This is an optimization exercise on Yosys and OpenROAD, whose aim is small area, not a production implementation. Only simulation tests tie the RTL to the original design; equivalence was not proved. No activity file was given, so power comes from the tool's default toggle rates.

== pepper ==
==> flow/design.v (excerpt) <==
module cpuTop #(
	parameter logic [15:0] resetPc = '0
) (
	input wire clk,
	input wire rst,
	input wire [15:0] instr,
	output logic [15:0] instrAddr,
	output logic [15:0] dataAddr,
	output logic [15:0] dataWrData,
	output logic dataWrite,
	output logic dataRead,
	input wire [15:0] dataRdData
);
clock: 10.0 ns
lec_check: 0
abc_area: 1
cap_margin: 20
core_margin: 2
core_utilization: 40
slew_margin: 20
run.sh (not shown) runs the stock make flow with config.mk's settings and CLKGATE_MAP_FILE= SYNTH_SCRIPT=/design/flow/synth_recipe.tcl, a recipe that flattens the netlist after the stock synthesis.
The following lists how raven was set up differently from pepper:
==> flow/flow/run.sh (new file) <==
#!/bin/bash
# Own flow: the standard ORFS flow with three changes.
#  1. Synthesis is ORFS's own (synth_recipe.tcl via standard.sh) but its ABC step
#     uses flow/abc_area.script, an area-oriented mapping without ABC's
#     buffering and up-sizing. The registers are checked against the standard
#     synthesis; if they differ in any way, the standard netlist is used.
#  2. Port buffers are the smallest buffer, sky130_fd_sc_hd__buf_1.
#  3. Clock tree synthesis without dummy loads, with flow/cts_args.txt.
set -uo pipefail
W=$(pwd)
R=$W/orfs/results/$FLOW_PLATFORM/cpuTop/base

# 1. reference: the standard synthesis
bash standard.sh synth > $W/synth_standard.log 2>&1 || exit 1
cp $R/1_2_yosys.v $W/reference_1_2_yosys.v

# same synthesis scripts, own ABC script
cp -r $FLOW_HOME/scripts $W/myscripts
cp $W/flow/abc_area.script $W/myscripts/abc_area.script
rm -rf $W/orfs
if bash standard.sh synth SCRIPTS_DIR=$W/myscripts > $W/synth_own.log 2>&1 \
	&& python3 $W/flow/cmpregs.py $W/reference_1_2_yosys.v $R/1_2_yosys.v > $W/cmpregs.log 2>&1; then
	echo "using own synthesis"
else
	echo "own synthesis unusable; using the standard synthesis"
	rm -rf $W/orfs
	bash standard.sh synth > $W/synth_standard2.log 2>&1 || exit 1
fi

CTS="$(cat $W/flow/cts_args.txt)"
bash standard.sh finish "BUFFER_PORTS_ARGS=-buffer_cell sky130_fd_sc_hd__buf_1" "CTS_ARGS=$CTS" > $W/layout.log 2>&1 || exit 1
ls -l $W/out
==> flow/flow/abc_area.script (new file) <==
strash
&get -n
&fraig -x
&put
scorr
dc2
dretime
strash
&get -n
&dch -f
&nf
&put
==> flow/flow/cmpregs.py (new file) <==
#!/usr/bin/env python3
# Compare the registers (instance name and cell type, drive strength ignored)
# of two gate-level netlists; exit 1 if they differ.
import re, sys

def regs(path):
    text = open(path).read()
    out = {}
    for m in re.finditer(r'^\s*(sky130_fd_sc_hd__(\w+?)_\d+)\s+(\\\S+|\S+)\s*\(', text, re.M):
        base = m.group(2)
        if re.match(r'(df|edf|sdf|dl)', base):
            out[m.group(3)] = base
    return out

a, b = regs(sys.argv[1]), regs(sys.argv[2])
print(f"reference registers: {len(a)}, new: {len(b)}")
if a != b:
    for k in sorted(set(a) | set(b)):
        if a.get(k) != b.get(k):
            print("differs:", k, a.get(k), b.get(k))
    sys.exit(1)
print("registers match")
==> flow/flow/cts_args.txt (new file) <==
-sink_clustering_enable -repair_clock_nets -dont_use_dummy_load -buf_list sky130_fd_sc_hd__clkbuf_4
==> flow/standard.sh (new file) <==
#!/bin/bash
# synth_recipe.tcl (not shown) runs the flow's synth.tcl, then flattens the netlist and writes it again
# the make line also repeats each setting of config.mk as NAME=value (left out here)
make -C /OpenROAD-flow-scripts/flow DESIGN_CONFIG=/design/flow/config.mk WORK_HOME=/design/flow/orfs CLKGATE_MAP_FILE= SYNTH_SCRIPT=/design/flow/synth_recipe.tcl "${@:-finish}"
removed: flow/run.sh
[summary]
Re setup slack: raven is 300 ps down on pepper. Diff pepper -> raven | number of vias in the routed layout | down by more than 10%. Compared with pepper, raven shows hold slack lower by 35 ps. Taking pepper as the reference point, the share of power burned in the clock network of raven falls by 5.3 points.
What ember does differently from raven at the input level:
Settings: ABC_AREA removed (was 1).
==> flow/run.sh (new file) <==
#!/bin/bash
# synth_recipe.tcl (not shown) runs the flow's synth.tcl, then flattens the netlist and writes it again
# the make line also repeats each setting of config.mk as NAME=value (left out here)
make -C /OpenROAD-flow-scripts/flow DESIGN_CONFIG=/design/flow/config.mk WORK_HOME=/design/flow/orfs CLKGATE_MAP_FILE= SYNTH_SCRIPT=/design/flow/synth_recipe.tcl finish
removed: flow/flow/run.sh
removed: flow/flow/abc_area.script
removed: flow/flow/cmpregs.py
removed: flow/flow/cts_args.txt
removed: flow/standard.sh
==> run summary <==
Across ember and raven, the outcome is the same: a clean finish for every run. ember against raven: number of gates on the worst path with buffers counted now sits lower, met1 wire length moved up, total number of tap cells went up by 11, fill cell instance count of the final layout grew by 19. The more densely filled core belongs to ember, not raven. Looking only at HPWL after detailed placement, and setting everything else aside, the higher value of ember and raven goes to ember. Row final design area excluding fillers: ember higher / raven lower.
> inputs changed (ember -> tundra)
Settings: setting CTS_BUF_LIST to sky130_fd_sc_hd__clkbuf_4 for the first time; setting ABC_AREA to 1 for the first time.
[summary]
- Combinational family with the most area after synthesis = multiplexers: ember; combinational family with the most area after synthesis = simple AND/OR/NAND/NOR gates: tundra
- regs[13][14] as the timing endpoint of the critical path was reported by tundra, and regs[5][13] by ember.
- For the non-clock buffer total of the final layout, tundra came in 2 lower than ember did.
- Cmp tundra vs ember: area after synthesis lower in tundra
- Final wirelength: tundra vs ember up 5.8%

afterwards: timing with drivers on the ports:
Ports are ideal in the flow. The routed layouts listed here were re-timed in OpenROAD.
Step 1 assumes that a clkbuf_16 drives the clock port and a buf_2 every other input.
Step 2 times the ports against the registers' clock, not the clock port: input delays grow and output delays shrink by t, the midpoint of the rising clock arrivals with the driver on.
Three values: no drivers, after step 1, after step 2; two values: the first two.
run	t, ns	slack for setup (ns)	worst setup path at the end	worst register clock-pin slew, ns	pins driven straight from the clock port
pepper	0.577	3.376 / 3.398 / 2.822	input to register	0.07 / 0.07	1
raven	0.658	3.075 / 3.085 / 2.427	input to register	0.07 / 0.07	1
ember	0.575	3.480 / 3.489 / 2.913	input to register	0.07 / 0.07	1
tundra	0.694	3.446 / 3.446 / 2.771	input to register	0.08 / 0.08	1
After both steps every run listed still meets setup and hold. The setup slack of tundra, which loses most, moves by 0.000 ns with the drivers and by -0.675 ns with both steps.
